Source: an optimization exercise on an open RTL-to-GDS flow (aim: small area, a short achievable clock period and few clock cycles per item). Production flows keep margins and buffers that such runs may drop.
The RTL was checked by simulation tests, not by an equivalence proof against the original design.
Power figures rest on the tool's default switching activity, not on a simulated workload.

**config.mk**
```make
export PLATFORM = sky130hd
export DESIGN_NAME = shader_cache_entry_validator_unit
export DESIGN_NICKNAME = shader_cache_entry_validator_unit
export VERILOG_FILES = /design/flow/design.v
export SDC_FILE = /design/flow/constraint.sdc
export NUM_CORES = 4
export LEC_CHECK = 0
export ABC_AREA = 1
export CAP_MARGIN = 20
export CORE_MARGIN = 2
export CORE_UTILIZATION = 30
export SLEW_MARGIN = 20
```
**constraint.sdc**
```tcl
create_clock -name core_clock -period 10.0 [get_ports {clock}]
set_input_delay 2.0000 -clock core_clock [delete_from_list [all_inputs] [get_ports {clock}]]
set_output_delay 2.0000 -clock core_clock [all_outputs]
set_load 0.01 [all_outputs]
```
**design.v**
```verilog
package scev_pkg;
   localparam logic [31:0] HdrMagic   = 32'h3256_5053;
   localparam logic [31:0] SpvMagic   = 32'h0723_0203;
   localparam logic [63:0] FnvBasis   = 64'hCBF2_9CE4_8422_2325;
   localparam logic [31:0] MaxBytesReset = 32'd67108864;
   localparam logic [2:0] VerdictOk     = 3'd0;
   localparam logic [2:0] VerdictSize   = 3'd1;
   localparam logic [2:0] VerdictHeader = 3'd2;
   localparam logic [2:0] VerdictLength = 3'd3;
   localparam logic [2:0] VerdictHash   = 3'd4;
   localparam logic [2:0] VerdictPrefix = 3'd5;
   localparam logic [2:0] VerdictSpirv  = 3'd6;
   function automatic logic [31:0] inc32(input logic [31:0] v);
      logic [4:0] blk;
      logic       c;
      begin
         blk[0] = 1'b1;
         for (int b = 0; b < 4; b++) blk[b + 1] = blk[b] & (&v[8 * b +: 8]);
         for (int b = 0; b < 4; b++) begin
            c = blk[b];
            for (int i = 0; i < 8; i++) begin
               inc32[8 * b + i] = v[8 * b + i] ^ c;
               c = c & v[8 * b + i];
            end
         end
      end
   endfunction
   function automatic logic [31:0] dec32(input logic [31:0] v);
      dec32 = ~inc32(~v);
   endfunction
   function automatic logic [15:0] dec16(input logic [15:0] v);
      logic [31:0] w;
      begin
         w = dec32({16'hFFFF, v});
         dec16 = w[15:0];
      end
   endfunction
   function automatic logic [63:0] fnv_step(input logic [63:0] hash, input logic [7:0] data);
      logic [63:0] x;
      begin
         x = hash ^ {56'd0, data};
         fnv_step = (x << 40) + (x << 9) - (x << 6) - (x << 4) + (x << 1) + x;
      end
   endfunction
endpackage
module scev_fnv_hash (
   input  logic        clock,
   input  logic        consume,    
   input  logic        payload,    
   input  logic        load,       
   input  logic [7:0]  port_byte,
   output logic [63:0] hash
);
   logic [63:0] x, xn, row0, row1, pg_p, pg_g, next, base;
   logic t1, t2, t3, t4, t5, t6, t7, t8, t9, t10, t11, t12, t13, t14, t15, t16;
   logic t17, t18, t19, t20, t21, t22, t23, t24, t25, t26, t27, t28, t29, t30, t31, t32;
   logic t33, t34, t35, t36, t37, t38, t39, t40, t41, t42, t43, t44, t45, t46, t47, t48;
   logic t49, t50, t51, t52, t53, t54, t55, t56, t57, t58, t59, t60, t61, t62, t63, t64;
   logic t65, t66, t67, t68, t69, t70, t71, t72, t73, t74, t75, t76, t77, t78, t79, t80;
   logic t81, t82, t83, t84, t85, t86, t87, t88, t89, t90, t91, t92, t93, t94, t95, t96;
   logic t97, t98, t99, t100, t101, t102, t103, t104, t105, t106, t107, t108, t109, t110, t111, t112;
   logic t113, t114, t115, t116, t117, t118, t119, t120, t121, t122, t123, t124, t125, t126, t127, t128;
   logic t129, t130, t131, t132, t133, t134, t135, t136, t137, t138, t139, t140, t141, t142, t143, t144;
   logic t145, t146, t147, t148, t149, t150, t151, t152, t153, t154, t155, t156, t157, t158, t159, t160;
   logic t161, t162, t163, t164, t165, t166, t167, t168, t169, t170, t171, t172, t173, t174, t175, t176;
   logic t177, t178, t179, t180, t181, t182, t183, t184, t185, t186, t187, t188, t189, t190, t191, t192;
   logic t193, t194, t195, t196, t197, t198, t199, t200, t201, t202, t203, t204, t205, t206, t207, t208;
   logic t209, t210, t211, t212, t213, t214, t215, t216, t217, t218, t219, t220, t221, t222, t223, t224;
   logic t225, t226, t227, t228, t229, t230, t231, t232, t233, t234, t235, t236, t237, t238, t239, t240;
   logic t241, t242, t243, t244, t245, t246, t247, t248, t249, t250, t251, t252, t253, t254, t255, t256;
   logic t257, t258, t259, t260, t261, t262, t263, t264, t265, t266, t267, t268, t269, t270, t271, t272;
   logic t273, t274, t275, t276, t277, t278, t279, t280, t281, t282, t283, t284, t285, t286, t287, t288;
   logic t289, t290, t291, t292, t293, t294, t295, t296, t297, t298, t299, t300, t301, t302, t303, t304;
   logic t305, t306, t307, t308, t309, t310, t311, t312, t313, t314, t315, t316, t317, t318, t319, t320;
   logic t321, t322, t323, t324, t325, t326, t327, t328, t329, t330, t331, t332, t333, t334, t335, t336;
   logic t337, t338, t339, t340, t341, t342, t343, t344, t345, t346, t347, t348, t349, t350, t351, t352;
   logic t353, t354, t355, t356, t357, t358, t359, t360, t361, t362, t363, t364, t365, t366, t367, t368;
   logic t369, t370, t371, t372, t373, t374, t375, t376, t377, t378, t379, t380, t381, t382, t383, t384;
   logic t385, t386, t387, t388, t389, t390, t391, t392, t393, t394, t395, t396, t397, t398, t399, t400;
   logic t401, t402, t403, t404, c1g, c2g, c2p, c3g, c3p, c4g, c4p, c5g, c5p, c6g, c6p, c7g;
   logic c7p, c8g, c8p, c9g, c9p, c10g, c10p, c11g, c11p, c12g, c12p, c13g, c13p, c14g, c14p, c15g;
   logic c15p, c16g, c16p, c17g, c17p, c18g, c18p, c19g, c19p, c20g, c20p, c21g, c21p, c22g, c22p, c23g;
   logic c23p, c24g, c24p, c25g, c25p, c26g, c26p, c27g, c27p, c28g, c28p, c29g, c29p, c30g, c30p, c31g;
   logic c31p, c32g, c32p, c33g, c34g, c35g, c35p, c36g, c36p, c37g, c37p, c38g, c38p, c39g, c39p, c40g;
   logic c40p, c41g, c41p, c42g, c42p, c43g, c43p, c44g, c44p, c45g, c45p, c46g, c46p, c47g, c47p, c48g;
   logic c48p, c49g, c49p, c50g, c50p, c51g, c51p, c52g, c52p, c53g, c53p, c54g, c54p, c55g, c55p, c56g;
   logic c56p, c57g, c57p, c58g, c58p, c59g, c59p, c60g, c60p, c61g, c61p, c62g, c62p, c63g, c63p, c64g;
   logic c64p, c65g, c66g, c67g, c68g, c69g, c69p, c70g, c70p, c71g, c71p, c72g, c72p, c73g, c73p, c74g;
   logic c74p, c75g, c75p, c76g, c76p, c77g, c77p, c78g, c78p, c79g, c79p, c80g, c80p, c81g, c81p, c82g;
   logic c82p, c83g, c83p, c84g, c84p, c85g, c85p, c86g, c86p, c87g, c87p, c88g, c88p, c89g, c89p, c90g;
   logic c90p, c91g, c91p, c92g, c92p, c93g, c93p, c94g, c94p, c95g, c95p, c96g, c96p, c97g, c98g, c99g;
   logic c100g, c101g, c102g, c103g, c104g, c105g, c105p, c106g, c106p, c107g, c107p, c108g, c108p, c109g, c109p, c110g;
   logic c110p, c111g, c111p, c112g, c112p, c113g, c113p, c114g, c114p, c115g, c115p, c116g, c116p, c117g, c117p, c118g;
   logic c118p, c119g, c119p, c120g, c120p, c121g, c121p, c122g, c122p, c123g, c123p, c124g, c124p, c125g, c125p, c126g;
   logic c126p, c127g, c127p, c128g, c128p, c129g, c130g, c131g, c132g, c133g, c134g, c135g, c136g, c137g, c138g, c139g;
   logic c140g, c141g, c142g, c143g, c144g, c145g, c145p, c146g, c146p, c147g, c147p, c148g, c148p, c149g, c149p, c150g;
   logic c150p, c151g, c151p, c152g, c152p, c153g, c153p, c154g, c154p, c155g, c155p, c156g, c156p, c157g, c157p, c158g;
   logic c158p, c159g, c159p, c160g, c160p, c161g, c162g, c163g, c164g, c165g, c166g, c167g, c168g, c169g, c170g, c171g;
   logic c172g, c173g, c174g, c175g, c176g, c177g, c178g, c179g, c180g, c181g, c182g, c183g, c184g, c185g, c186g, c187g;
   logic c188g, c189g, c190g, c191g, c192g;
   assign x  = hash;
   assign xn = ~x;
   assign t1 = ~x[5];
   assign t2 = x[5];
   assign {t4, t3} = x[6] + x[7];
   assign {t6, t5} = x[7] + x[8];
   assign {t8, t7} = x[0] + x[8] + x[9];
   assign {t10, t9} = x[1] + x[9] + x[10];
   assign {t12, t11} = x[2] + x[10] + x[11];
   assign {t14, t13} = x[3] + x[11] + x[12];
   assign {t16, t15} = x[4] + x[12] + x[13];
   assign {t18, t17} = x[5] + x[13] + x[14];
   assign {t20, t19} = x[6] + x[14] + x[15];
   assign {t22, t21} = x[7] + x[15] + x[16];
   assign {t24, t23} = x[8] + x[16] + x[17];
   assign {t26, t25} = x[9] + x[17] + x[18];
   assign {t28, t27} = x[10] + x[18] + x[19];
   assign {t30, t29} = x[11] + x[19] + x[20];
   assign {t32, t31} = x[12] + x[20] + x[21];
   assign {t34, t33} = x[13] + x[21] + x[22];
   assign {t36, t35} = x[14] + x[22] + x[23];
   assign {t38, t37} = x[15] + x[23] + x[24];
   assign {t40, t39} = x[16] + x[24] + x[25];
   assign {t42, t41} = x[17] + x[25] + x[26];
   assign {t44, t43} = x[18] + x[26] + x[27];
   assign {t46, t45} = x[19] + x[27] + x[28];
   assign {t48, t47} = x[20] + x[28] + x[29];
   assign {t50, t49} = x[21] + x[29] + x[30];
   assign {t52, t51} = x[22] + x[30] + x[31];
   assign {t54, t53} = x[23] + x[31] + x[32];
   assign {t56, t55} = x[24] + x[32] + x[33];
   assign {t58, t57} = x[25] + x[33] + x[34];
   assign {t60, t59} = x[26] + x[34] + x[35];
   assign {t62, t61} = x[27] + x[35] + x[36];
   assign {t64, t63} = x[28] + x[36] + x[37];
   assign {t66, t65} = x[29] + x[37] + x[38];
   assign {t68, t67} = x[30] + x[38] + x[39];
   assign {t70, t69} = x[0] + x[31] + x[39];
   assign {t72, t71} = x[40] + xn[34];
   assign {t74, t73} = x[1] + x[32] + x[40];
   assign {t76, t75} = x[41] + xn[35] + xn[37];
   assign {t78, t77} = x[2] + x[33] + x[41];
   assign {t80, t79} = x[42] + xn[36] + xn[38];
   assign {t82, t81} = x[3] + x[34] + x[42];
   assign {t84, t83} = x[43] + xn[37] + xn[39];
   assign {t86, t85} = x[4] + x[35] + x[43];
   assign {t88, t87} = x[44] + xn[38] + xn[40];
   assign {t90, t89} = x[5] + x[36] + x[44];
   assign {t92, t91} = x[45] + xn[39] + xn[41];
   assign {t94, t93} = x[6] + x[37] + x[45];
   assign {t96, t95} = x[46] + xn[40] + xn[42];
   assign {t98, t97} = x[7] + x[38] + x[46];
   assign {t100, t99} = x[47] + xn[41] + xn[43];
   assign {t102, t101} = x[8] + x[39] + x[47];
   assign {t104, t103} = x[48] + xn[42] + xn[44];
   assign {t106, t105} = x[9] + x[40] + x[48];
   assign {t108, t107} = x[49] + xn[43] + xn[45];
   assign {t110, t109} = x[10] + x[41] + x[49];
   assign {t112, t111} = x[50] + xn[44] + xn[46];
   assign {t114, t113} = x[11] + x[42] + x[50];
   assign {t116, t115} = x[51] + xn[45] + xn[47];
   assign {t118, t117} = x[12] + x[43] + x[51];
   assign {t120, t119} = x[52] + xn[46] + xn[48];
   assign {t122, t121} = x[13] + x[44] + x[52];
   assign {t124, t123} = x[53] + xn[47] + xn[49];
   assign {t126, t125} = x[14] + x[45] + x[53];
   assign {t128, t127} = x[54] + xn[48] + xn[50];
   assign {t130, t129} = x[15] + x[46] + x[54];
   assign {t132, t131} = x[55] + xn[49] + xn[51];
   assign {t134, t133} = x[16] + x[47] + x[55];
   assign {t136, t135} = x[56] + xn[50] + xn[52];
   assign {t138, t137} = x[17] + x[48] + x[56];
   assign {t140, t139} = x[57] + xn[51] + xn[53];
   assign {t142, t141} = x[18] + x[49] + x[57];
   assign {t144, t143} = x[58] + xn[52] + xn[54];
   assign {t146, t145} = x[19] + x[50] + x[58];
   assign {t148, t147} = x[59] + xn[53] + xn[55];
   assign {t150, t149} = x[20] + x[51] + x[59];
   assign {t152, t151} = x[60] + xn[54] + xn[56];
   assign {t154, t153} = x[21] + x[52] + x[60];
   assign {t156, t155} = x[61] + xn[55] + xn[57];
   assign {t158, t157} = x[22] + x[53] + x[61];
   assign {t160, t159} = x[62] + xn[56] + xn[58];
   assign {t162, t161} = x[23] + x[54] + x[62];
   assign {t164, t163} = x[63] + xn[57] + xn[59];
   assign t165 = ~x[3];
   assign t166 = x[3];
   assign {t168, t167} = x[4] + x[5];
   assign {t170, t169} = x[6] + xn[0] + xn[2];
   assign {t172, t171} = xn[1] + xn[3] + t2;
   assign {t174, t173} = xn[2] + xn[4] + t4;
   assign {t176, t175} = xn[3] + xn[5] + t6;
   assign {t178, t177} = xn[4] + xn[6] + t8;
   assign {t180, t179} = xn[5] + xn[7] + t10;
   assign {t182, t181} = xn[6] + xn[8] + t12;
   assign {t184, t183} = xn[7] + xn[9] + t14;
   assign {t186, t185} = xn[8] + xn[10] + t16;
   assign {t188, t187} = xn[9] + xn[11] + t18;
   assign {t190, t189} = xn[10] + xn[12] + t20;
   assign {t192, t191} = xn[11] + xn[13] + t22;
   assign {t194, t193} = xn[12] + xn[14] + t24;
   assign {t196, t195} = xn[13] + xn[15] + t26;
   assign {t198, t197} = xn[14] + xn[16] + t28;
   assign {t200, t199} = xn[15] + xn[17] + t30;
   assign {t202, t201} = xn[16] + xn[18] + t32;
   assign {t204, t203} = xn[17] + xn[19] + t34;
   assign {t206, t205} = xn[18] + xn[20] + t36;
   assign {t208, t207} = xn[19] + xn[21] + t38;
   assign {t210, t209} = xn[20] + xn[22] + t40;
   assign {t212, t211} = xn[21] + xn[23] + t42;
   assign {t214, t213} = xn[22] + xn[24] + t44;
   assign {t216, t215} = xn[23] + xn[25] + t46;
   assign {t218, t217} = xn[24] + xn[26] + t48;
   assign {t220, t219} = xn[25] + xn[27] + t50;
   assign {t222, t221} = xn[26] + xn[28] + t52;
   assign {t224, t223} = xn[27] + xn[29] + t54;
   assign {t226, t225} = xn[28] + xn[30] + t56;
   assign {t228, t227} = xn[29] + xn[31] + t58;
   assign {t230, t229} = xn[30] + xn[32] + t60;
   assign {t232, t231} = xn[31] + xn[33] + t62;
   assign {t234, t233} = xn[32] + xn[34] + t64;
   assign {t236, t235} = xn[33] + xn[35] + t66;
   assign {t238, t237} = xn[36] + t68 + t69;
   assign {t240, t239} = t70 + t73 + t72;
   assign {t242, t241} = t74 + t77 + t76;
   assign {t244, t243} = t78 + t81 + t80;
   assign {t246, t245} = t82 + t85 + t84;
   assign {t248, t247} = t86 + t89 + t88;
   assign {t250, t249} = t90 + t93 + t92;
   assign {t252, t251} = t94 + t97 + t96;
   assign {t254, t253} = t98 + t101 + t100;
   assign {t256, t255} = t102 + t105 + t104;
   assign {t258, t257} = t106 + t109 + t108;
   assign {t260, t259} = t110 + t113 + t112;
   assign {t262, t261} = t114 + t117 + t116;
   assign {t264, t263} = t118 + t121 + t120;
   assign {t266, t265} = t122 + t125 + t124;
   assign {t268, t267} = t126 + t129 + t128;
   assign {t270, t269} = t130 + t133 + t132;
   assign {t272, t271} = t134 + t137 + t136;
   assign {t274, t273} = t138 + t141 + t140;
   assign {t276, t275} = t142 + t145 + t144;
   assign {t278, t277} = t146 + t149 + t148;
   assign {t280, t279} = t150 + t153 + t152;
   assign {t282, t281} = t154 + t157 + t156;
   assign {t284, t283} = t158 + t161 + t160;
   assign {t286, t285} = x[4] + xn[0];
   assign {t288, t287} = xn[1] + t166 + t167;
   assign {t290, t289} = t168 + t1 + t169;
   assign {t292, t291} = t3 + t170 + t171;
   assign {t294, t293} = t5 + t172 + t173;
   assign {t296, t295} = t7 + t174 + t175;
   assign {t298, t297} = t9 + t176 + t177;
   assign {t300, t299} = t11 + t178 + t179;
   assign {t302, t301} = t13 + t180 + t181;
   assign {t304, t303} = t15 + t182 + t183;
   assign {t306, t305} = t17 + t184 + t185;
   assign {t308, t307} = t19 + t186 + t187;
   assign {t310, t309} = t21 + t188 + t189;
   assign {t312, t311} = t23 + t190 + t191;
   assign {t314, t313} = t25 + t192 + t193;
   assign {t316, t315} = t27 + t194 + t195;
   assign {t318, t317} = t29 + t196 + t197;
   assign {t320, t319} = t31 + t198 + t199;
   assign {t322, t321} = t33 + t200 + t201;
   assign {t324, t323} = t35 + t202 + t203;
   assign {t326, t325} = t37 + t204 + t205;
   assign {t328, t327} = t39 + t206 + t207;
   assign {t330, t329} = t41 + t208 + t209;
   assign {t332, t331} = t43 + t210 + t211;
   assign {t334, t333} = t45 + t212 + t213;
   assign {t336, t335} = t47 + t214 + t215;
   assign {t338, t337} = t49 + t216 + t217;
   assign {t340, t339} = t51 + t218 + t219;
   assign {t342, t341} = t53 + t220 + t221;
   assign {t344, t343} = t55 + t222 + t223;
   assign {t346, t345} = t57 + t224 + t225;
   assign {t348, t347} = t59 + t226 + t227;
   assign {t350, t349} = t61 + t228 + t229;
   assign {t352, t351} = t63 + t230 + t231;
   assign {t354, t353} = t65 + t232 + t233;
   assign {t356, t355} = t67 + t234 + t235;
   assign {t358, t357} = t71 + t236 + t237;
   assign {t360, t359} = t75 + t238 + t239;
   assign {t362, t361} = t79 + t240 + t241;
   assign {t364, t363} = t83 + t242 + t243;
   assign {t366, t365} = t87 + t244 + t245;
   assign {t368, t367} = t91 + t246 + t247;
   assign {t370, t369} = t95 + t248 + t249;
   assign {t372, t371} = t99 + t250 + t251;
   assign {t374, t373} = t103 + t252 + t253;
   assign {t376, t375} = t107 + t254 + t255;
   assign {t378, t377} = t111 + t256 + t257;
   assign {t380, t379} = t115 + t258 + t259;
   assign {t382, t381} = t119 + t260 + t261;
   assign {t384, t383} = t123 + t262 + t263;
   assign {t386, t385} = t127 + t264 + t265;
   assign {t388, t387} = t131 + t266 + t267;
   assign {t390, t389} = t135 + t268 + t269;
   assign {t392, t391} = t139 + t270 + t271;
   assign {t394, t393} = t143 + t272 + t273;
   assign {t396, t395} = t147 + t274 + t275;
   assign {t398, t397} = t151 + t276 + t277;
   assign {t400, t399} = t155 + t278 + t279;
   assign {t402, t401} = t159 + t280 + t281;
   assign {t404, t403} = t163 + t282 + t283;
   assign row0 = {t402, t400, t398, t396, t394, t392, t390, t388, t386, t384, t382, t380, t378, t376, t374, t372, t370, t368, t366, t364, t362, t360, t358, t356, t354, t352, t350, t348, t346, t344, t342, t340, t338, t336, t334, t332, t330, t328, t326, t324, t322, t320, t318, t316, t314, t312, t310, t308, t306, t304, t302, t300, t298, t296, t294, t292, t290, t288, t286, t165, x[2], x[1], x[0], x[0]};
   assign row1 = {t403, t401, t399, t397, t395, t393, t391, t389, t387, t385, t383, t381, t379, t377, t375, t373, t371, t369, t367, t365, t363, t361, t359, t357, t355, t353, t351, t349, t347, t345, t343, t341, t339, t337, t335, t333, t331, t329, t327, t325, t323, t321, t319, t317, t315, t313, t311, t309, t307, t305, t303, t301, t299, t297, t295, t293, t291, t289, t287, t285, x[3], x[2], x[1], 1'b0};
   assign pg_p = row0 ^ row1;
   assign pg_g = row0 & row1;
   assign c1g = pg_g[1] | (pg_p[1] & pg_g[0]);
   assign c2g = pg_g[3] | (pg_p[3] & pg_g[2]);
   assign c2p = pg_p[3] & pg_p[2];
   assign c3g = pg_g[5] | (pg_p[5] & pg_g[4]);
   assign c3p = pg_p[5] & pg_p[4];
   assign c4g = pg_g[7] | (pg_p[7] & pg_g[6]);
   assign c4p = pg_p[7] & pg_p[6];
   assign c5g = pg_g[9] | (pg_p[9] & pg_g[8]);
   assign c5p = pg_p[9] & pg_p[8];
   assign c6g = pg_g[11] | (pg_p[11] & pg_g[10]);
   assign c6p = pg_p[11] & pg_p[10];
   assign c7g = pg_g[13] | (pg_p[13] & pg_g[12]);
   assign c7p = pg_p[13] & pg_p[12];
   assign c8g = pg_g[15] | (pg_p[15] & pg_g[14]);
   assign c8p = pg_p[15] & pg_p[14];
   assign c9g = pg_g[17] | (pg_p[17] & pg_g[16]);
   assign c9p = pg_p[17] & pg_p[16];
   assign c10g = pg_g[19] | (pg_p[19] & pg_g[18]);
   assign c10p = pg_p[19] & pg_p[18];
   assign c11g = pg_g[21] | (pg_p[21] & pg_g[20]);
   assign c11p = pg_p[21] & pg_p[20];
   assign c12g = pg_g[23] | (pg_p[23] & pg_g[22]);
   assign c12p = pg_p[23] & pg_p[22];
   assign c13g = pg_g[25] | (pg_p[25] & pg_g[24]);
   assign c13p = pg_p[25] & pg_p[24];
   assign c14g = pg_g[27] | (pg_p[27] & pg_g[26]);
   assign c14p = pg_p[27] & pg_p[26];
   assign c15g = pg_g[29] | (pg_p[29] & pg_g[28]);
   assign c15p = pg_p[29] & pg_p[28];
   assign c16g = pg_g[31] | (pg_p[31] & pg_g[30]);
   assign c16p = pg_p[31] & pg_p[30];
   assign c17g = pg_g[33] | (pg_p[33] & pg_g[32]);
   assign c17p = pg_p[33] & pg_p[32];
   assign c18g = pg_g[35] | (pg_p[35] & pg_g[34]);
   assign c18p = pg_p[35] & pg_p[34];
   assign c19g = pg_g[37] | (pg_p[37] & pg_g[36]);
   assign c19p = pg_p[37] & pg_p[36];
   assign c20g = pg_g[39] | (pg_p[39] & pg_g[38]);
   assign c20p = pg_p[39] & pg_p[38];
   assign c21g = pg_g[41] | (pg_p[41] & pg_g[40]);
   assign c21p = pg_p[41] & pg_p[40];
   assign c22g = pg_g[43] | (pg_p[43] & pg_g[42]);
   assign c22p = pg_p[43] & pg_p[42];
   assign c23g = pg_g[45] | (pg_p[45] & pg_g[44]);
   assign c23p = pg_p[45] & pg_p[44];
   assign c24g = pg_g[47] | (pg_p[47] & pg_g[46]);
   assign c24p = pg_p[47] & pg_p[46];
   assign c25g = pg_g[49] | (pg_p[49] & pg_g[48]);
   assign c25p = pg_p[49] & pg_p[48];
   assign c26g = pg_g[51] | (pg_p[51] & pg_g[50]);
   assign c26p = pg_p[51] & pg_p[50];
   assign c27g = pg_g[53] | (pg_p[53] & pg_g[52]);
   assign c27p = pg_p[53] & pg_p[52];
   assign c28g = pg_g[55] | (pg_p[55] & pg_g[54]);
   assign c28p = pg_p[55] & pg_p[54];
   assign c29g = pg_g[57] | (pg_p[57] & pg_g[56]);
   assign c29p = pg_p[57] & pg_p[56];
   assign c30g = pg_g[59] | (pg_p[59] & pg_g[58]);
   assign c30p = pg_p[59] & pg_p[58];
   assign c31g = pg_g[61] | (pg_p[61] & pg_g[60]);
   assign c31p = pg_p[61] & pg_p[60];
   assign c32g = pg_g[63] | (pg_p[63] & pg_g[62]);
   assign c32p = pg_p[63] & pg_p[62];
   assign c33g = pg_g[2] | (pg_p[2] & c1g);
   assign c34g = c2g | (c2p & c1g);
   assign c35g = pg_g[6] | (pg_p[6] & c3g);
   assign c35p = pg_p[6] & c3p;
   assign c36g = c4g | (c4p & c3g);
   assign c36p = c4p & c3p;
   assign c37g = pg_g[10] | (pg_p[10] & c5g);
   assign c37p = pg_p[10] & c5p;
   assign c38g = c6g | (c6p & c5g);
   assign c38p = c6p & c5p;
   assign c39g = pg_g[14] | (pg_p[14] & c7g);
   assign c39p = pg_p[14] & c7p;
   assign c40g = c8g | (c8p & c7g);
   assign c40p = c8p & c7p;
   assign c41g = pg_g[18] | (pg_p[18] & c9g);
   assign c41p = pg_p[18] & c9p;
   assign c42g = c10g | (c10p & c9g);
   assign c42p = c10p & c9p;
   assign c43g = pg_g[22] | (pg_p[22] & c11g);
   assign c43p = pg_p[22] & c11p;
   assign c44g = c12g | (c12p & c11g);
   assign c44p = c12p & c11p;
   assign c45g = pg_g[26] | (pg_p[26] & c13g);
   assign c45p = pg_p[26] & c13p;
   assign c46g = c14g | (c14p & c13g);
   assign c46p = c14p & c13p;
   assign c47g = pg_g[30] | (pg_p[30] & c15g);
   assign c47p = pg_p[30] & c15p;
   assign c48g = c16g | (c16p & c15g);
   assign c48p = c16p & c15p;
   assign c49g = pg_g[34] | (pg_p[34] & c17g);
   assign c49p = pg_p[34] & c17p;
   assign c50g = c18g | (c18p & c17g);
   assign c50p = c18p & c17p;
   assign c51g = pg_g[38] | (pg_p[38] & c19g);
   assign c51p = pg_p[38] & c19p;
   assign c52g = c20g | (c20p & c19g);
   assign c52p = c20p & c19p;
   assign c53g = pg_g[42] | (pg_p[42] & c21g);
   assign c53p = pg_p[42] & c21p;
   assign c54g = c22g | (c22p & c21g);
   assign c54p = c22p & c21p;
   assign c55g = pg_g[46] | (pg_p[46] & c23g);
   assign c55p = pg_p[46] & c23p;
   assign c56g = c24g | (c24p & c23g);
   assign c56p = c24p & c23p;
   assign c57g = pg_g[50] | (pg_p[50] & c25g);
   assign c57p = pg_p[50] & c25p;
   assign c58g = c26g | (c26p & c25g);
   assign c58p = c26p & c25p;
   assign c59g = pg_g[54] | (pg_p[54] & c27g);
   assign c59p = pg_p[54] & c27p;
   assign c60g = c28g | (c28p & c27g);
   assign c60p = c28p & c27p;
   assign c61g = pg_g[58] | (pg_p[58] & c29g);
   assign c61p = pg_p[58] & c29p;
   assign c62g = c30g | (c30p & c29g);
   assign c62p = c30p & c29p;
   assign c63g = pg_g[62] | (pg_p[62] & c31g);
   assign c63p = pg_p[62] & c31p;
   assign c64g = c32g | (c32p & c31g);
   assign c64p = c32p & c31p;
   assign c65g = pg_g[4] | (pg_p[4] & c34g);
   assign c66g = c3g | (c3p & c34g);
   assign c67g = c35g | (c35p & c34g);
   assign c68g = c36g | (c36p & c34g);
   assign c69g = pg_g[12] | (pg_p[12] & c38g);
   assign c69p = pg_p[12] & c38p;
   assign c70g = c7g | (c7p & c38g);
   assign c70p = c7p & c38p;
   assign c71g = c39g | (c39p & c38g);
   assign c71p = c39p & c38p;
   assign c72g = c40g | (c40p & c38g);
   assign c72p = c40p & c38p;
   assign c73g = pg_g[20] | (pg_p[20] & c42g);
   assign c73p = pg_p[20] & c42p;
   assign c74g = c11g | (c11p & c42g);
   assign c74p = c11p & c42p;
   assign c75g = c43g | (c43p & c42g);
   assign c75p = c43p & c42p;
   assign c76g = c44g | (c44p & c42g);
   assign c76p = c44p & c42p;
   assign c77g = pg_g[28] | (pg_p[28] & c46g);
   assign c77p = pg_p[28] & c46p;
   assign c78g = c15g | (c15p & c46g);
   assign c78p = c15p & c46p;
   assign c79g = c47g | (c47p & c46g);
   assign c79p = c47p & c46p;
   assign c80g = c48g | (c48p & c46g);
   assign c80p = c48p & c46p;
   assign c81g = pg_g[36] | (pg_p[36] & c50g);
   assign c81p = pg_p[36] & c50p;
   assign c82g = c19g | (c19p & c50g);
   assign c82p = c19p & c50p;
   assign c83g = c51g | (c51p & c50g);
   assign c83p = c51p & c50p;
   assign c84g = c52g | (c52p & c50g);
   assign c84p = c52p & c50p;
   assign c85g = pg_g[44] | (pg_p[44] & c54g);
   assign c85p = pg_p[44] & c54p;
   assign c86g = c23g | (c23p & c54g);
   assign c86p = c23p & c54p;
   assign c87g = c55g | (c55p & c54g);
   assign c87p = c55p & c54p;
   assign c88g = c56g | (c56p & c54g);
   assign c88p = c56p & c54p;
   assign c89g = pg_g[52] | (pg_p[52] & c58g);
   assign c89p = pg_p[52] & c58p;
   assign c90g = c27g | (c27p & c58g);
   assign c90p = c27p & c58p;
   assign c91g = c59g | (c59p & c58g);
   assign c91p = c59p & c58p;
   assign c92g = c60g | (c60p & c58g);
   assign c92p = c60p & c58p;
   assign c93g = pg_g[60] | (pg_p[60] & c62g);
   assign c93p = pg_p[60] & c62p;
   assign c94g = c31g | (c31p & c62g);
   assign c94p = c31p & c62p;
   assign c95g = c63g | (c63p & c62g);
   assign c95p = c63p & c62p;
   assign c96g = c64g | (c64p & c62g);
   assign c96p = c64p & c62p;
   assign c97g = pg_g[8] | (pg_p[8] & c68g);
   assign c98g = c5g | (c5p & c68g);
   assign c99g = c37g | (c37p & c68g);
   assign c100g = c38g | (c38p & c68g);
   assign c101g = c69g | (c69p & c68g);
   assign c102g = c70g | (c70p & c68g);
   assign c103g = c71g | (c71p & c68g);
   assign c104g = c72g | (c72p & c68g);
   assign c105g = pg_g[24] | (pg_p[24] & c76g);
   assign c105p = pg_p[24] & c76p;
   assign c106g = c13g | (c13p & c76g);
   assign c106p = c13p & c76p;
   assign c107g = c45g | (c45p & c76g);
   assign c107p = c45p & c76p;
   assign c108g = c46g | (c46p & c76g);
   assign c108p = c46p & c76p;
   assign c109g = c77g | (c77p & c76g);
   assign c109p = c77p & c76p;
   assign c110g = c78g | (c78p & c76g);
   assign c110p = c78p & c76p;
   assign c111g = c79g | (c79p & c76g);
   assign c111p = c79p & c76p;
   assign c112g = c80g | (c80p & c76g);
   assign c112p = c80p & c76p;
   assign c113g = pg_g[40] | (pg_p[40] & c84g);
   assign c113p = pg_p[40] & c84p;
   assign c114g = c21g | (c21p & c84g);
   assign c114p = c21p & c84p;
   assign c115g = c53g | (c53p & c84g);
   assign c115p = c53p & c84p;
   assign c116g = c54g | (c54p & c84g);
   assign c116p = c54p & c84p;
   assign c117g = c85g | (c85p & c84g);
   assign c117p = c85p & c84p;
   assign c118g = c86g | (c86p & c84g);
   assign c118p = c86p & c84p;
   assign c119g = c87g | (c87p & c84g);
   assign c119p = c87p & c84p;
   assign c120g = c88g | (c88p & c84g);
   assign c120p = c88p & c84p;
   assign c121g = pg_g[56] | (pg_p[56] & c92g);
   assign c121p = pg_p[56] & c92p;
   assign c122g = c29g | (c29p & c92g);
   assign c122p = c29p & c92p;
   assign c123g = c61g | (c61p & c92g);
   assign c123p = c61p & c92p;
   assign c124g = c62g | (c62p & c92g);
   assign c124p = c62p & c92p;
   assign c125g = c93g | (c93p & c92g);
   assign c125p = c93p & c92p;
   assign c126g = c94g | (c94p & c92g);
   assign c126p = c94p & c92p;
   assign c127g = c95g | (c95p & c92g);
   assign c127p = c95p & c92p;
   assign c128g = c96g | (c96p & c92g);
   assign c128p = c96p & c92p;
   assign c129g = pg_g[16] | (pg_p[16] & c104g);
   assign c130g = c9g | (c9p & c104g);
   assign c131g = c41g | (c41p & c104g);
   assign c132g = c42g | (c42p & c104g);
   assign c133g = c73g | (c73p & c104g);
   assign c134g = c74g | (c74p & c104g);
   assign c135g = c75g | (c75p & c104g);
   assign c136g = c76g | (c76p & c104g);
   assign c137g = c105g | (c105p & c104g);
   assign c138g = c106g | (c106p & c104g);
   assign c139g = c107g | (c107p & c104g);
   assign c140g = c108g | (c108p & c104g);
   assign c141g = c109g | (c109p & c104g);
   assign c142g = c110g | (c110p & c104g);
   assign c143g = c111g | (c111p & c104g);
   assign c144g = c112g | (c112p & c104g);
   assign c145g = pg_g[48] | (pg_p[48] & c120g);
   assign c145p = pg_p[48] & c120p;
   assign c146g = c25g | (c25p & c120g);
   assign c146p = c25p & c120p;
   assign c147g = c57g | (c57p & c120g);
   assign c147p = c57p & c120p;
   assign c148g = c58g | (c58p & c120g);
   assign c148p = c58p & c120p;
   assign c149g = c89g | (c89p & c120g);
   assign c149p = c89p & c120p;
   assign c150g = c90g | (c90p & c120g);
   assign c150p = c90p & c120p;
   assign c151g = c91g | (c91p & c120g);
   assign c151p = c91p & c120p;
   assign c152g = c92g | (c92p & c120g);
   assign c152p = c92p & c120p;
   assign c153g = c121g | (c121p & c120g);
   assign c153p = c121p & c120p;
   assign c154g = c122g | (c122p & c120g);
   assign c154p = c122p & c120p;
   assign c155g = c123g | (c123p & c120g);
   assign c155p = c123p & c120p;
   assign c156g = c124g | (c124p & c120g);
   assign c156p = c124p & c120p;
   assign c157g = c125g | (c125p & c120g);
   assign c157p = c125p & c120p;
   assign c158g = c126g | (c126p & c120g);
   assign c158p = c126p & c120p;
   assign c159g = c127g | (c127p & c120g);
   assign c159p = c127p & c120p;
   assign c160g = c128g | (c128p & c120g);
   assign c160p = c128p & c120p;
   assign c161g = pg_g[32] | (pg_p[32] & c144g);
   assign c162g = c17g | (c17p & c144g);
   assign c163g = c49g | (c49p & c144g);
   assign c164g = c50g | (c50p & c144g);
   assign c165g = c81g | (c81p & c144g);
   assign c166g = c82g | (c82p & c144g);
   assign c167g = c83g | (c83p & c144g);
   assign c168g = c84g | (c84p & c144g);
   assign c169g = c113g | (c113p & c144g);
   assign c170g = c114g | (c114p & c144g);
   assign c171g = c115g | (c115p & c144g);
   assign c172g = c116g | (c116p & c144g);
   assign c173g = c117g | (c117p & c144g);
   assign c174g = c118g | (c118p & c144g);
   assign c175g = c119g | (c119p & c144g);
   assign c176g = c120g | (c120p & c144g);
   assign c177g = c145g | (c145p & c144g);
   assign c178g = c146g | (c146p & c144g);
   assign c179g = c147g | (c147p & c144g);
   assign c180g = c148g | (c148p & c144g);
   assign c181g = c149g | (c149p & c144g);
   assign c182g = c150g | (c150p & c144g);
   assign c183g = c151g | (c151p & c144g);
   assign c184g = c152g | (c152p & c144g);
   assign c185g = c153g | (c153p & c144g);
   assign c186g = c154g | (c154p & c144g);
   assign c187g = c155g | (c155p & c144g);
   assign c188g = c156g | (c156p & c144g);
   assign c189g = c157g | (c157p & c144g);
   assign c190g = c158g | (c158p & c144g);
   assign c191g = c159g | (c159p & c144g);
   assign c192g = c160g | (c160p & c144g);
   assign next[0] = pg_p[0];
   assign next[1] = pg_p[1] ^ pg_g[0];
   assign next[2] = pg_p[2] ^ c1g;
   assign next[3] = pg_p[3] ^ c33g;
   assign next[4] = pg_p[4] ^ c34g;
   assign next[5] = pg_p[5] ^ c65g;
   assign next[6] = pg_p[6] ^ c66g;
   assign next[7] = pg_p[7] ^ c67g;
   assign next[8] = pg_p[8] ^ c68g;
   assign next[9] = pg_p[9] ^ c97g;
   assign next[10] = pg_p[10] ^ c98g;
   assign next[11] = pg_p[11] ^ c99g;
   assign next[12] = pg_p[12] ^ c100g;
   assign next[13] = pg_p[13] ^ c101g;
   assign next[14] = pg_p[14] ^ c102g;
   assign next[15] = pg_p[15] ^ c103g;
   assign next[16] = pg_p[16] ^ c104g;
   assign next[17] = pg_p[17] ^ c129g;
   assign next[18] = pg_p[18] ^ c130g;
   assign next[19] = pg_p[19] ^ c131g;
   assign next[20] = pg_p[20] ^ c132g;
   assign next[21] = pg_p[21] ^ c133g;
   assign next[22] = pg_p[22] ^ c134g;
   assign next[23] = pg_p[23] ^ c135g;
   assign next[24] = pg_p[24] ^ c136g;
   assign next[25] = pg_p[25] ^ c137g;
   assign next[26] = pg_p[26] ^ c138g;
   assign next[27] = pg_p[27] ^ c139g;
   assign next[28] = pg_p[28] ^ c140g;
   assign next[29] = pg_p[29] ^ c141g;
   assign next[30] = pg_p[30] ^ c142g;
   assign next[31] = pg_p[31] ^ c143g;
   assign next[32] = pg_p[32] ^ c144g;
   assign next[33] = pg_p[33] ^ c161g;
   assign next[34] = pg_p[34] ^ c162g;
   assign next[35] = pg_p[35] ^ c163g;
   assign next[36] = pg_p[36] ^ c164g;
   assign next[37] = pg_p[37] ^ c165g;
   assign next[38] = pg_p[38] ^ c166g;
   assign next[39] = pg_p[39] ^ c167g;
   assign next[40] = pg_p[40] ^ c168g;
   assign next[41] = pg_p[41] ^ c169g;
   assign next[42] = pg_p[42] ^ c170g;
   assign next[43] = pg_p[43] ^ c171g;
   assign next[44] = pg_p[44] ^ c172g;
   assign next[45] = pg_p[45] ^ c173g;
   assign next[46] = pg_p[46] ^ c174g;
   assign next[47] = pg_p[47] ^ c175g;
   assign next[48] = pg_p[48] ^ c176g;
   assign next[49] = pg_p[49] ^ c177g;
   assign next[50] = pg_p[50] ^ c178g;
   assign next[51] = pg_p[51] ^ c179g;
   assign next[52] = pg_p[52] ^ c180g;
   assign next[53] = pg_p[53] ^ c181g;
   assign next[54] = pg_p[54] ^ c182g;
   assign next[55] = pg_p[55] ^ c183g;
   assign next[56] = pg_p[56] ^ c184g;
   assign next[57] = pg_p[57] ^ c185g;
   assign next[58] = pg_p[58] ^ c186g;
   assign next[59] = pg_p[59] ^ c187g;
   assign next[60] = pg_p[60] ^ c188g;
   assign next[61] = pg_p[61] ^ c189g;
   assign next[62] = pg_p[62] ^ c190g;
   assign next[63] = pg_p[63] ^ c191g;
   assign base = payload ? next : scev_pkg::FnvBasis;
   always_ff @(posedge clock) begin
      if (consume) begin
         hash[63:8] <= base[63:8];
      end
      if (consume || load) begin
         hash[7:0] <= (consume ? base[7:0] : hash[7:0]) ^ (load ? port_byte : 8'd0);
      end
   end
endmodule
module scev_spirv_walk (
   input  logic       clock,
   input  logic       reset,
   input  logic       step,       
   input  logic       header,     
   input  logic       word,       
   input  logic [7:0] data_byte,
   output logic       bad         
);
   logic [1:0]  lane_ff;    
   logic [2:0]  widx_ff;    
   logic [15:0] skip_ff;    
   logic [7:0]  b2_ff;      
   logic        zero_ff;    
   logic        bad_ff;
   logic [15:0] len;
   logic [7:0]  magic_byte;
   logic        byte_zero;
   logic        bad_now;
   always_comb begin
      len        = {data_byte, b2_ff};
      byte_zero  = data_byte == 8'd0;
      magic_byte = scev_pkg::SpvMagic[8 * lane_ff +: 8];
      bad_now    = 1'b0;
      case (widx_ff)
         3'd0: bad_now = data_byte != magic_byte;
         3'd3: bad_now = lane_ff == 2'd3 && zero_ff && byte_zero;
         3'd4: bad_now = !byte_zero;
         3'd5: bad_now = lane_ff == 2'd3 && skip_ff == 16'd0 && len == 16'd0;
         default: ;
      endcase
   end
   always_ff @(posedge clock) begin
      if (reset) begin
         lane_ff <= '0;
         widx_ff <= '0;
         bad_ff  <= 1'b0;
      end else if (step && header) begin
         lane_ff <= '0;
         widx_ff <= '0;
         bad_ff  <= 1'b0;
      end else if (step && word) begin
         lane_ff <= lane_ff + 2'd1;
         if (bad_now) bad_ff <= 1'b1;
         if (lane_ff == 2'd3 && widx_ff != 3'd5) widx_ff <= widx_ff + 3'd1;
      end
   end
   always_ff @(posedge clock) begin
      if (step && word) begin
         zero_ff <= (lane_ff == 2'd0 || zero_ff) && byte_zero;
         if (lane_ff == 2'd2) b2_ff <= data_byte;
         if (lane_ff == 2'd3) begin
            if (widx_ff != 3'd5) skip_ff <= '0;
            else skip_ff <= scev_pkg::dec16(skip_ff == 16'd0 ? len : skip_ff);
         end
      end
   end
   assign bad = bad_ff || widx_ff != 3'd5 || skip_ff != 16'd0;
endmodule
module shader_cache_entry_validator_unit (
   input  logic        clock,
   input  logic        reset,
   input  logic        req_tvalid,
   output logic        req_tready,
   input  logic [15:0] req_tdata,   
   input  logic        req_tlast,   
   output logic        rsp_tvalid,
   input  logic        rsp_tready,
   output logic [39:0] rsp_tdata,   
   input  logic        csr_valid,
   output logic        csr_ready,
   input  logic [1:0]  csr_index,
   input  logic [31:0] csr_data
);
   logic [31:0] stage_code_ff;
   logic [23:0] contract_len_ff;
   logic [23:0] source_len_ff;
   logic [31:0] max_bytes_ff;
   logic        in_valid_ff;
   logic [7:0]  in_file_ff;
   logic        in_differs_ff;   
   logic        in_last_ff;
   logic [1:0]  owed_ff;         
   logic        ready_ff;
   logic [31:0] pos_ff;          
   logic        payload_ff;      
   logic        words_ff;        
   logic        over_ff;         
   logic        header_bad_ff;
   logic [31:0] word_count_ff;
   logic [31:0] len_left_ff;     
   logic        len_high_ff;     
   logic        len_sum_ok_ff;   
   logic [63:0] hash_field_ff;
   logic        prefix_bad_ff;
   logic        vp_valid_ff;
   logic [2:0]  vp_code_ff;      
   logic        rsp_valid_ff;
   logic [2:0]  rsp_code_ff;
   logic [31:0] rejected_ff;
   logic        take, take_payload, consume, last, header, prefix, word;
   logic [5:0]  hpos;
   logic [7:0]  expect_byte;
   logic        check_byte;
   logic [63:0] hash;
   logic        walk_bad;
   logic [25:0] prefix_end;
   logic        at_prefix_end;
   logic        at_max;
   logic [2:0]  pre_code;
   logic [2:0]  code;
   logic        load_rsp;
   logic [1:0]  owed_next;
   assign csr_ready  = 1'b1;
   assign req_tready = ready_ff;
   assign rsp_tvalid = rsp_valid_ff;
   assign rsp_tdata  = {5'd0, rejected_ff, rsp_code_ff};
   always_ff @(posedge clock) begin
      if (reset) begin
         stage_code_ff   <= '0;
         contract_len_ff <= '0;
         source_len_ff   <= '0;
         max_bytes_ff    <= scev_pkg::MaxBytesReset;
      end else if (csr_valid) begin
         case (csr_index)
            2'd0: stage_code_ff   <= csr_data;
            2'd1: contract_len_ff <= csr_data[23:0];
            2'd2: source_len_ff   <= csr_data[23:0];
            default: max_bytes_ff <= csr_data;
         endcase
      end
   end
   assign take = req_tvalid && ready_ff;
   always_ff @(posedge clock) begin
      in_valid_ff   <= take && !reset;
      in_file_ff    <= req_tdata[7:0];
      in_differs_ff <= req_tdata[7:0] != req_tdata[15:8];
      in_last_ff    <= req_tlast;
   end
   always_comb begin
      owed_next = owed_ff;
      if (take && req_tlast) owed_next = owed_next + 2'd1;
      if (rsp_valid_ff && rsp_tready) owed_next = owed_next - 2'd1;
   end
   always_ff @(posedge clock) begin
      if (reset) begin
         owed_ff  <= '0;
         ready_ff <= 1'b1;
      end else begin
         owed_ff  <= owed_next;
         ready_ff <= !owed_next[1];
      end
   end
   assign consume = in_valid_ff;
   assign last    = in_last_ff;
   assign header  = !payload_ff;
   assign prefix  = payload_ff && !words_ff;
   assign word    = words_ff;
   assign hpos    = pos_ff[5:0];
   assign prefix_end = {2'd0, contract_len_ff} + {2'd0, source_len_ff} + 26'd39;
   assign at_max  = pos_ff == max_bytes_ff;
   assign at_prefix_end = pos_ff == {6'd0, prefix_end};
   always_comb begin
      check_byte  = header && hpos < 6'd20;
      expect_byte = 8'd0;
      case (hpos[4:0])
         5'd0:  expect_byte = scev_pkg::HdrMagic[7:0];
         5'd1:  expect_byte = scev_pkg::HdrMagic[15:8];
         5'd2:  expect_byte = scev_pkg::HdrMagic[23:16];
         5'd3:  expect_byte = scev_pkg::HdrMagic[31:24];
         5'd4:  expect_byte = 8'd2;
         5'd8:  expect_byte = stage_code_ff[7:0];
         5'd9:  expect_byte = stage_code_ff[15:8];
         5'd10: expect_byte = stage_code_ff[23:16];
         5'd11: expect_byte = stage_code_ff[31:24];
         5'd12: expect_byte = contract_len_ff[7:0];
         5'd13: expect_byte = contract_len_ff[15:8];
         5'd14: expect_byte = contract_len_ff[23:16];
         5'd16: expect_byte = source_len_ff[7:0];
         5'd17: expect_byte = source_len_ff[15:8];
         5'd18: expect_byte = source_len_ff[23:16];
         default: expect_byte = 8'd0;
      endcase
   end
   always_ff @(posedge clock) begin
      if (reset) begin
         pos_ff        <= '0;
         payload_ff    <= 1'b0;
         words_ff      <= 1'b0;
         over_ff       <= 1'b0;
         header_bad_ff <= 1'b0;
         len_high_ff   <= 1'b0;
         len_sum_ok_ff <= 1'b0;
      end else if (consume) begin
         if (last) begin
            pos_ff        <= '0;
            payload_ff    <= 1'b0;
            words_ff      <= 1'b0;
            over_ff       <= 1'b0;
            header_bad_ff <= 1'b0;
            len_high_ff   <= 1'b0;
            len_sum_ok_ff <= 1'b0;
         end else begin
            pos_ff <= scev_pkg::inc32(pos_ff);
            if (header && hpos == 6'd39) payload_ff <= 1'b1;
            if (at_max) over_ff <= 1'b1;
            if (check_byte && in_file_ff != expect_byte) header_bad_ff <= 1'b1;
            if (header && hpos[5:2] == 4'd7 && in_file_ff != 8'd0) len_high_ff <= 1'b1;
            if (at_prefix_end) begin
               words_ff <= 1'b1;
               if (len_left_ff == {word_count_ff[29:0], 1'b0, payload_ff} &&
                   word_count_ff[31:30] == 2'd0) len_sum_ok_ff <= 1'b1;
            end
         end
      end
   end
   always_ff @(posedge clock) begin
      if (consume) begin
         if (header) begin
            case (hpos)
               6'd20: word_count_ff[7:0]   <= in_file_ff;
               6'd21: word_count_ff[15:8]  <= in_file_ff;
               6'd22: word_count_ff[23:16] <= in_file_ff;
               6'd23: word_count_ff[31:24] <= in_file_ff;
               6'd24: len_left_ff[7:0]     <= in_file_ff;
               6'd25: len_left_ff[15:8]    <= in_file_ff;
               6'd26: len_left_ff[23:16]   <= in_file_ff;
               6'd27: len_left_ff[31:24]   <= in_file_ff;
               6'd32: hash_field_ff[7:0]   <= in_file_ff;
               6'd33: hash_field_ff[15:8]  <= in_file_ff;
               6'd34: hash_field_ff[23:16] <= in_file_ff;
               6'd35: hash_field_ff[31:24] <= in_file_ff;
               6'd36: hash_field_ff[39:32] <= in_file_ff;
               6'd37: hash_field_ff[47:40] <= in_file_ff;
               6'd38: hash_field_ff[55:48] <= in_file_ff;
               6'd39: hash_field_ff[63:56] <= in_file_ff;
               default: ;
            endcase
         end else begin
            len_left_ff <= scev_pkg::dec32(len_left_ff);
         end
      end
   end
   always_ff @(posedge clock) begin
      if (reset) begin
         prefix_bad_ff <= 1'b0;
      end else if (consume) begin
         if (header) prefix_bad_ff <= 1'b0;
         else if (prefix && in_differs_ff) prefix_bad_ff <= 1'b1;
      end
   end
   assign take_payload = take && (consume ? !last && (payload_ff || hpos == 6'd39) : payload_ff);
   scev_fnv_hash u_hash (
      .clock     (clock),
      .consume   (consume),
      .payload   (payload_ff),
      .load      (take_payload),
      .port_byte (req_tdata[7:0]),
      .hash      (hash)
   );
   scev_spirv_walk u_walk (
      .clock     (clock),
      .reset     (reset),
      .step      (consume),
      .header    (header),
      .word      (word),
      .data_byte (in_file_ff),
      .bad       (walk_bad)
   );
   always_comb begin
      if (over_ff || at_max || (header && hpos != 6'd39)) begin
         pre_code = scev_pkg::VerdictSize;
      end else if (header_bad_ff || (word_count_ff[31:3] == 29'd0 && word_count_ff[2:0] < 3'd5)) begin
         pre_code = scev_pkg::VerdictHeader;
      end else if (!(payload_ff && len_left_ff == 32'd1 && !len_high_ff && len_sum_ok_ff)) begin
         pre_code = scev_pkg::VerdictLength;
      end else begin
         pre_code = scev_pkg::VerdictOk;
      end
   end
   always_comb begin
      if (vp_code_ff != scev_pkg::VerdictOk) code = vp_code_ff;
      else if (hash != hash_field_ff) code = scev_pkg::VerdictHash;
      else if (prefix_bad_ff) code = scev_pkg::VerdictPrefix;
      else if (walk_bad) code = scev_pkg::VerdictSpirv;
      else code = scev_pkg::VerdictOk;
   end
   assign load_rsp = vp_valid_ff && !rsp_valid_ff;
   always_ff @(posedge clock) begin
      if (reset) begin
         vp_valid_ff  <= 1'b0;
         rsp_valid_ff <= 1'b0;
         rejected_ff  <= '0;
      end else begin
         if (consume && last) vp_valid_ff <= 1'b1;
         else if (load_rsp) vp_valid_ff <= 1'b0;
         if (load_rsp) begin
            rsp_valid_ff <= 1'b1;
            if (code != scev_pkg::VerdictOk)
               rejected_ff <= scev_pkg::inc32(rejected_ff) | {32{&rejected_ff}};
         end else if (rsp_tready) begin
            rsp_valid_ff <= 1'b0;
         end
      end
   end
   always_ff @(posedge clock) begin
      if (consume && last) vp_code_ff <= pre_code;
      if (load_rsp) rsp_code_ff <= code;
   end
endmodule
```
**flow/run.sh**
```bash
#!/bin/bash
# Own layout flow: the standard flow (standard.sh, standard synthesis unchanged) with
# smaller port buffers and a clock tree without dummy loads, set through ORFS's environment
# variables. The flow's full output goes to flow_orfs.log in this folder.
set -euo pipefail
cd "$(dirname "$0")/.."
export BUFFER_PORTS_ARGS="-buffer_cell sky130_fd_sc_hd__buf_1"
export CTS_ARGS="-sink_clustering_enable -repair_clock_nets -dont_use_dummy_load -sink_clustering_size 15 -sink_clustering_max_diameter 50 -buf_list {sky130_fd_sc_hd__clkbuf_4 sky130_fd_sc_hd__clkbuf_8}"
export SETUP_SLACK_MARGIN=5.5
bash standard.sh > flow_orfs.log 2>&1
```
**standard.sh**
```bash
#!/bin/bash
# synth_recipe.tcl (not shown) runs the flow's synth.tcl, then flattens the netlist and writes it again
# the make line also repeats each setting of config.mk as NAME=value (left out here)
make -C /OpenROAD-flow-scripts/flow DESIGN_CONFIG=/design/flow/config.mk WORK_HOME=/design/flow/orfs CLKGATE_MAP_FILE= SYNTH_SCRIPT=/design/flow/synth_recipe.tcl "${@:-finish}"
```
==> results.toml, run 1 <==
[worst_setup_path]
crit_path_start = "u_hash.hash[7]"
r2r_start = "u_hash.hash[7]"
path_common_cell = "fa_1"
cpLargestDelayFamily = "adder cells"
timing.critical_path.arrival_ps = 4720
critPathMaxFanout = 14
critical-path-max-stage-delay_ps = 530
slowest_stage_cell_on_the_critical_path = "fa_1"
criticalPathCategory = "reg -> reg"
cp-start-kind = "flip-flop"
worstPathBufferInverterCount = 5
critical_path_required_ps = 10360
crit_path_cell_trace = "buf_4, fa_1, fa_1, inv_1, fa_1, inv_1, ha_1, a21oi_2, o21bai_1, a21oi_1, o21ai_2, a21oi_2, nand2_4, buf_12, bufbuf_16, nand3_1, nand2_1, nand2_1, a21oi_1"
worst_setup_end_kind = "flip-flop"

[sta]
final.setup_skew_ps = 131.0
timing_hold_violations_final = 0
worst-slew-pin-transition_ps = 1044
grt_setup_unrepaired = "true"
fin_crit_sh_pct = 43.68
max_freq_ghz = 0.2289
finalWorstPathRequiredPeriod_ps = 4368
finalSetupViolations = 0
final.hold.worst_slack_ps = 458.0
timing.final.max_slew_violations = 0
setup-tns-final_ps = 0
max-slew-margin-rel_pct = 30.01

[floorplan]
die_height_um = 320.5
fp.coreArea_mm2 = 0.09971
row_count = 116
initial_standard_cell_utilization_of_the_core_pct = 30.14
floorplan.die_area_mm2 = 0.1027
die_x_um = 320.5
ios = 99

[drt]
avgViaCountPerCell = 4.876
wirelength_mm = 87.52
post_route_met1_wirelength_mm = 39.13
met2_wirelength_mm = 38.48
firstDrtPassIters = 7
met3RoutedLength_mm = 7.089
antenna_left = 0
routedWlPerCell_um = 17.65
vias = 24180
highest-signal-layer = "met4"
drt_drc_violations_left = 0
drt_first_iter_violations = 1922

[global_routing]
number_of_global_route_vias_before_repair = 23490
antenna_found_initial = 0
grt_remaining_overflow = 0
grt_usage_pct = 16.81
grt_start_max_net_pins = 68
wire_length_of_the_first_global_routing_pass_mm = 134.3

[power_and_ir_drop]
fraction_of_power_consumed_by_combinational_cells_pct = 26.9
power.static_leakage_nw = 14.56
power.sequential.fraction_pct = 45.3
netSwitchingPower_mw = 1.395
power_switching_share_pct = 33.06
vdd_ir_drop_max_uv = 89.17
power_per_cell_area_mw_per_mm2 = 126.2
clkPwrFrac_pct = 27.8
power_report.internal_total_mw = 2.826

[hold_path]
min_delay_startpoint = "stage_code_ff[24]"
min_path_type = "reg -> reg"

[synthesis]
syn-instance-count = 3505
post_synth_num_cell_types = 59
synth.yosys.warnings = 3
synth-seq-area-share_pct = 35.84
syn-cell-area_mm2 = 0.03005
mean_syn_cell_area_um2 = 8.573
synth-edff-count = 222
ys.flop_type = "edfxtp_1"
synth_async_sr_flop_share_pct = 0
synth.ff_latch_count = 427

[final_layout]
total_non_filler_cell_area_in_the_finished_layout_mm2 = 0.03346
mostFrequentLayoutCells = "inv_1 (642), nand2_1 (507), nor2_1 (279), a21oi_1 (253), edfxtp_1 (222)"
syn_to_final_growth_pct = 11.34
layout.cells.most_common = "inv_1"
final_cell_count_no_fill = 4958
number_of_antenna_cells_inserted = 0
drive_gt1_share_pct = 7.732
nNetsFinal = 4135

[clock_tree]
clk_path_buf_depth = 3
clock_latency_ps = 760
clock-root-buffer = "clkbuf_8"
count_of_hold_fix_buffers_inserted_at_cts = 0
cts_num_sinks = 427
cts_made_buffers = 59
tritoncts = "done"
cts.clk_slew.worst_paths_ps = 70
cts.htree.levels = 2

[placed_design]
place.port_buffers = 92
dp_hpwl_mm = 65.56
routabilityCongestion = 0.9311
post-place-cells = 4837
postPlaceCellArea_mm2 = 0.03181

[job]
max-cap-violations = 0

[outcome]
status = "complete, no violations"
[final cells by class]
cell class,instances,area [um^2]
fill,10300,66250
inverter,648,2432
sequential,427,10780
clock buffer,59,812.0
multi-input combinational,2344,16690
timing repair buffer,182,1121
tap,1298,1624
[worst min-delay path: stages (launching register included)]
cell and delay (ps):
dfxtp_1 300, inv_1 60, a21oi_1 50
[worst paths after layout]
kind	slack, ps	cells past startpoint	end
hold reg to reg	460	2	stage_code_ff[24]
setup / recovery	5630	19	u_hash.hash[50]
hold / removal	460	2	stage_code_ff[24]
setup reg to reg	5630	19	u_hash.hash[50]
[per-layer routing]
metal  vias up  GRT usage (%)
met5         -              0
met4         0          5.258
met3       164          4.111
met2       781          26.09
met1     11570          23.00
li1      11670              -
[registers in the layout, indices dropped and copies added (netlist names), 32 cells and up]
| name | cells |
|---|---|
| len_left_ff | 32 |
| hash_field_ff | 64 |
| max_bytes_ff | 32 |
| word_count_ff | 32 |
| rejected_ff | 32 |
| pos_ff | 32 |
| stage_code_ff | 32 |
| u_hash.hash | 64 |
[through the flow]
| step | power (mW) | utilization (%) | setup WS [ps] |
|---|---|---|---|
| finish | 4.221 | 33.55 | 5632 |
| global route | 4.466 | 33.55 | 5446 |
| CTS | 4.173 | 33.06 | 5492 |
| detailed placement | 2.944 | 31.90 | 5120 |
| global placement | 2.931 | 31.90 | 5176 |
| floorplan | 2.692 | - | 5863 |
[Yosys cell counts, types with 4 or more instances]
cell       number  area share [%]
a21o_1          8            0.20
nor2_1        284             3.5
fa_1          197              13
buf_1           9            0.11
buf_2           9            0.15
nor4_1         24            0.50
ha_1          220             9.2
o22ai_1        33            0.69
or2_2          49             1.0
nor3_1         28            0.47
o21ai_0       195             3.2
o2111ai_1       7            0.20
nand2_2         4           0.083
o21bai_1       19            0.47
buf_6           7            0.26
nand2_1       511             6.4
nand3_1       213             3.5
a21oi_1       268             4.5
nor2_2          7            0.15
o31ai_1         4            0.10
a21boi_0        5            0.12
buf_4           9            0.22
edfxtp_1      222              22
o21ai_2         4            0.12
xor2_1         33            0.96
nor3b_1         5            0.12
clkbuf_1       55            0.69
inv_1         644             8.0
nand3b_1        7            0.17
xnor2_1       110             3.2
dfxtp_1       205              14
nand4_1        62             1.3
[power by group through the flow]
stage	combinational [mW]	clock (mW)	sequential, mW
after CTS	1.05	1.21	1.91
final	1.14	1.17	1.91
after detailed placement	0.986	0	1.96
after global placement	0.974	0	1.96
after floorplan	0.747	0	1.94
after global routing	1.29	1.26	1.92
[logic make-up after synthesis]
kind of cell,Yosys count,synth area share [%]
XOR/XNOR,143,4.168
AO/OA/AOI/OAI,571,10.40
buffers and inverters,738,9.581
AND/OR/NAND/NOR,1207,17.70
other,2,0.02499
adder cells (fa/ha/maj),417,22.29
flip-flops,427,35.84
[repair_timing]
action,4_1_cts,5_1_grt
pin swaps,2,9
resized for setup,16,45
setup endpoints to repair,34,37
buffers inserted,30,31
cloned,1,0
Testbench counts, summed over its fixed seeds: cycles 74,921, bytes 74,896.
==> run 2, diff against run 1 <==
--- a/config.mk
+++ b/config.mk
@@ -8,5 +8,5 @@
 export ABC_AREA = 1
 export CAP_MARGIN = 20
 export CORE_MARGIN = 2
-export CORE_UTILIZATION = 30
+export CORE_UTILIZATION = 55
 export SLEW_MARGIN = 20
==> run 2 against run 1 <==
Against the previous run: area after synthesis did not move; cell count decreased by 12%; sequential power about the same; first-iteration DRC count is 4.5% higher; still clean; global-route usage grew 15 points; wire length up 1.4%; die area shrank 45%; total power is 2.2% lower; sequential share of layout area up 0.65 points.
==> results.toml, run 2 <==
[outcome]
status = "complete, no violations"

[worst_setup_path]
crit_path_cell_trace = "buf_4, fa_1, inv_1, fa_1, fa_1, inv_1, ha_1, a21oi_2, o21bai_1, a21oi_2, inv_1, a21oi_2, o21ai_4, buf_12, a21boi_0, nand2_1, nand2_1, nand3_1"
critical-path-max-stage-delay_ps = 540
worst_setup_end_kind = "flip-flop"
criticalPathCategory = "reg -> reg"
timing.critical_path.arrival_ps = 4840
cp-start-kind = "flip-flop"
critical_path_required_ps = 10410
r2r_end = "u_hash.hash[57]"
critPathMaxFanout = 16
timing.reg2reg.worst_path_depth = 18
crit_path_start = "u_hash.hash[1]"
worst_setup_path_endpoint = "u_hash.hash[57]"
r2r_start = "u_hash.hash[1]"
slowest_stage_cell_on_the_critical_path = "fa_1"
ff2ff_setup_slack_ps = 5570

[drt]
firstDrtPassIters = 5
avgViaCountPerCell = 5.622
drt_first_iter_violations = 2009
vias = 24630
antenna_left = 0
routedWlPerCell_um = 20.26
drt_drc_violations_left = 0
wirelength_mm = 88.77

[clock_tree]
count_of_hold_fix_buffers_inserted_at_cts = 0
tritoncts = "done"
cts_num_sinks = 427
clk_path_buf_depth = 3
cts.htree.levels = 2
cts.clk_slew.worst_paths_ps = 90
cts_made_buffers = 53
clock_latency_ps = 690
clock-root-buffer = "clkbuf_8"

[floorplan]
die_x_um = 237.7
floorplan.die_area_mm2 = 0.05652
fp.coreArea_mm2 = 0.05392
ios = 99
row_count = 85
initial_standard_cell_utilization_of_the_core_pct = 55.73
die_height_um = 237.7

[synthesis]
synth-edff-count = 222
synth.yosys.warnings = 3
yosys-top-cells-area = "edfxtp_1 (22%), dfxtp_1 (14%), fa_1 (13%)"
synth.ff_latch_count = 427
ys.flop_type = "edfxtp_1"
mean_syn_cell_area_um2 = 8.573
synth.top_cell.area_share_pct = 22.19
syn-cell-area_mm2 = 0.03005
syn-instance-count = 3505
synth-seq-area-share_pct = 35.84
post_synth_num_cell_types = 59
cell_accounting_for_the_most_synthesized_area = "edfxtp_1"
synth_async_sr_flop_share_pct = 0
synth.most_common_cell = "inv_1"
synth_top_cells_by_count = "inv_1 (644), nand2_1 (511), nor2_1 (284)"

[sta]
setup-tns-final_ps = 0
final.setup_skew_ps = 117.6
fin_crit_sh_pct = 44.26
finalWorstPathRequiredPeriod_ps = 4426
finalSetupViolations = 0
grt_setup_unrepaired = "true"
timing_hold_violations_final = 0
timing.final.max_slew_violations = 0
max_freq_ghz = 0.2259
max-slew-margin-rel_pct = 35.61
worst-slew-pin-transition_ps = 965.8

[power_and_ir_drop]
power_per_cell_area_mw_per_mm2 = 125.9
vdd_ir_drop_max_uv = 96.49
power.static_leakage_nw = 14.60

[final_layout]
top_regs = "hash_field_ff x64, u_hash.hash x64"
drive_gt1_share_pct = 8.360
final_cell_count_no_fill = 4381
layout.cells.most_common = "inv_1"
mostFrequentLayoutCells = "inv_1 (642), nand2_1 (509), nor2_1 (277), a21oi_1 (249), edfxtp_1 (222)"
fill_cell_count = 4902
syn_to_final_growth_pct = 9.140
nNetsFinal = 4159

[placed_design]
dp_hpwl_mm = 66.98
routabilityCongestion = 0.9800
post-place-cells = 4236
place.port_buffers = 92

[hold_path]
min_delay_startpoint = "stage_code_ff[12]"
min_path_type = "reg -> reg"

[global_routing]
antenna_found_initial = 2
grt_usage_pct = 31.54
number_of_global_route_vias_before_repair = 24240
grt_remaining_overflow = 0
grt_start_max_net_pins = 115
wire_length_of_the_first_global_routing_pass_mm = 136.1

[job]
max-cap-violations = 0
[run 2: cell count changes in the layout (fill, tap and decap cells not counted), moves of 3 or more]
cell | before | now
buf_4 | 81 | 113
xnor2_2 | 3 | 0
clkbuf_8 | 59 | 53
xnor2_1 | 107 | 110
fa_1 | 195 | 192
a21oi_1 | 253 | 249
fa_2 | 2 | 5
[run 2: cell type report]
class / count / area (um^2) / share of cell area [%]
Tap cell: 696 / 870.8 / 2.655
Multi-Input combinational cell: 2344 / 16680 / 50.88
Timing Repair Buffer: 212 / 1297 / 3.956
Clock buffer: 53 / 729.5 / 2.224
Sequential cell: 427 / 10780 / 32.86
Antenna cell: 1 / 2.502 / 0.007630
Inverter: 648 / 2435 / 7.424
[run 2: through the flow]
stage | power [mW] | util, % | setup WS, ps | cell area [um^2] | hold WS [ps]
2_1_floorplan | 2.692 | - | 5863 | 30060 | 427.6
3_5_place_dp | 2.957 | 57.61 | 4960 | 31060 | 448.0
5_1_grt | 4.362 | 60.82 | 5389 | 32800 | 475.7
6_report | 4.129 | 60.82 | 5574 | 32800 | 454.4
3_3_place_gp | 2.922 | 57.57 | 4703 | 31040 | 440.9
4_1_cts | 4.061 | 59.46 | 5477 | 32060 | 458.8
[run 2: cell families (layout without fill, tap and decap cells)]
kind of cell / after synthesis / after routing / share of synthesized area, %
DFF: 427 / 427 / 35.84
AOI/OAI and AO/OA: 571 / 571 / 10.40
adders and majority gates: 417 / 417 / 22.29
other: 2 / 7 / 0.02499
and+or+nand+nor: 1207 / 1207 / 17.70
buffers and inverters: 738 / 913 / 9.581
xor gates and xnor gates: 143 / 143 / 4.168
[run 2: per-layer routing]
layer / share of wire [%] / up-vias / track usage, %
li1: - / 11710 / -
met3: 8.2 / 182 / 6.527
met4: 4.3 / 0 / 13.06
met5: 0 / - / 0
met2: 45 / 948 / 49.18
met1: 43 / 11790 / 42.94
[run 2: worst min path at each step]
| stage | cells after the start | slack [ps] | end |
|---|---|---|---|
| 6_report | 2 | 450 | stage_code_ff[12] |
| 3_3_place_gp | 2 | 440 | over_ff |
| 4_1_cts | 2 | 460 | stage_code_ff[12] |
| 2_1_floorplan | 2 | 430 | over_ff |
| 5_1_grt | 2 | 480 | stage_code_ff[4] |
| 3_5_place_dp | 2 | 450 | stage_code_ff[12] |
[run 2: repair_timing]
item | 4_1_cts | 5_1_grt
buffers inserted | 28 | 63
pin swaps | 3 | 15
endpoints found under the setup margin | 31 | 42
gates resized for setup | 9 | 58
[run 2: report_power, final]
part | switching, mW | total [mW] | internal, mW
logic | 0.716 | 1.14 | 0.424
clock network | 0.613 | 1.08 | 0.466
registers | 0.0364 | 1.91 | 1.87
total | 1.37 | 4.13 | 2.76
[run 2: critical path, delay by kind of cell (launching register included)]
| family | cells | cell delay (ps) |
|---|---|---|
| AOI/OAI and AO/OA | 6 | 1040 |
| adders and majority gates | 4 | 1880 |
| buffers and inverters | 5 | 540 |
| DFF | 1 | 470 |
| and+or+nand+nor | 3 | 210 |

## static timing again, ports no longer ideal
The results above use ideal ports. As a check the final layouts listed here were re-extracted and re-timed, cells and wires unchanged. Step 1 assumes that a clkbuf_16 drives the clock port and a buf_2 every other input. Step 2, shift: input delay + t, output delay - t, t = (earliest + latest rising clock arrival at the registers) / 2. This alone moves slack from input paths to output paths. a / b / c = ideal / step 1 / step 2; a / b = the first two.
run	t (ns)	setup WS [ns]	worst setup path after step 2	latest minus earliest clock arrival (ns)
run 1	0.743	5.632 / 5.632 / 5.497	input to register	0.148 / 0.148
run 2	0.689	5.574 / 5.574 / 5.574	register to register	0.118 / 0.118
After both steps setup and hold are still met in every run listed. For run 1, which loses most, drivers alone change the setup slack by 0.000 ns; drivers and shift together by -0.135 ns.
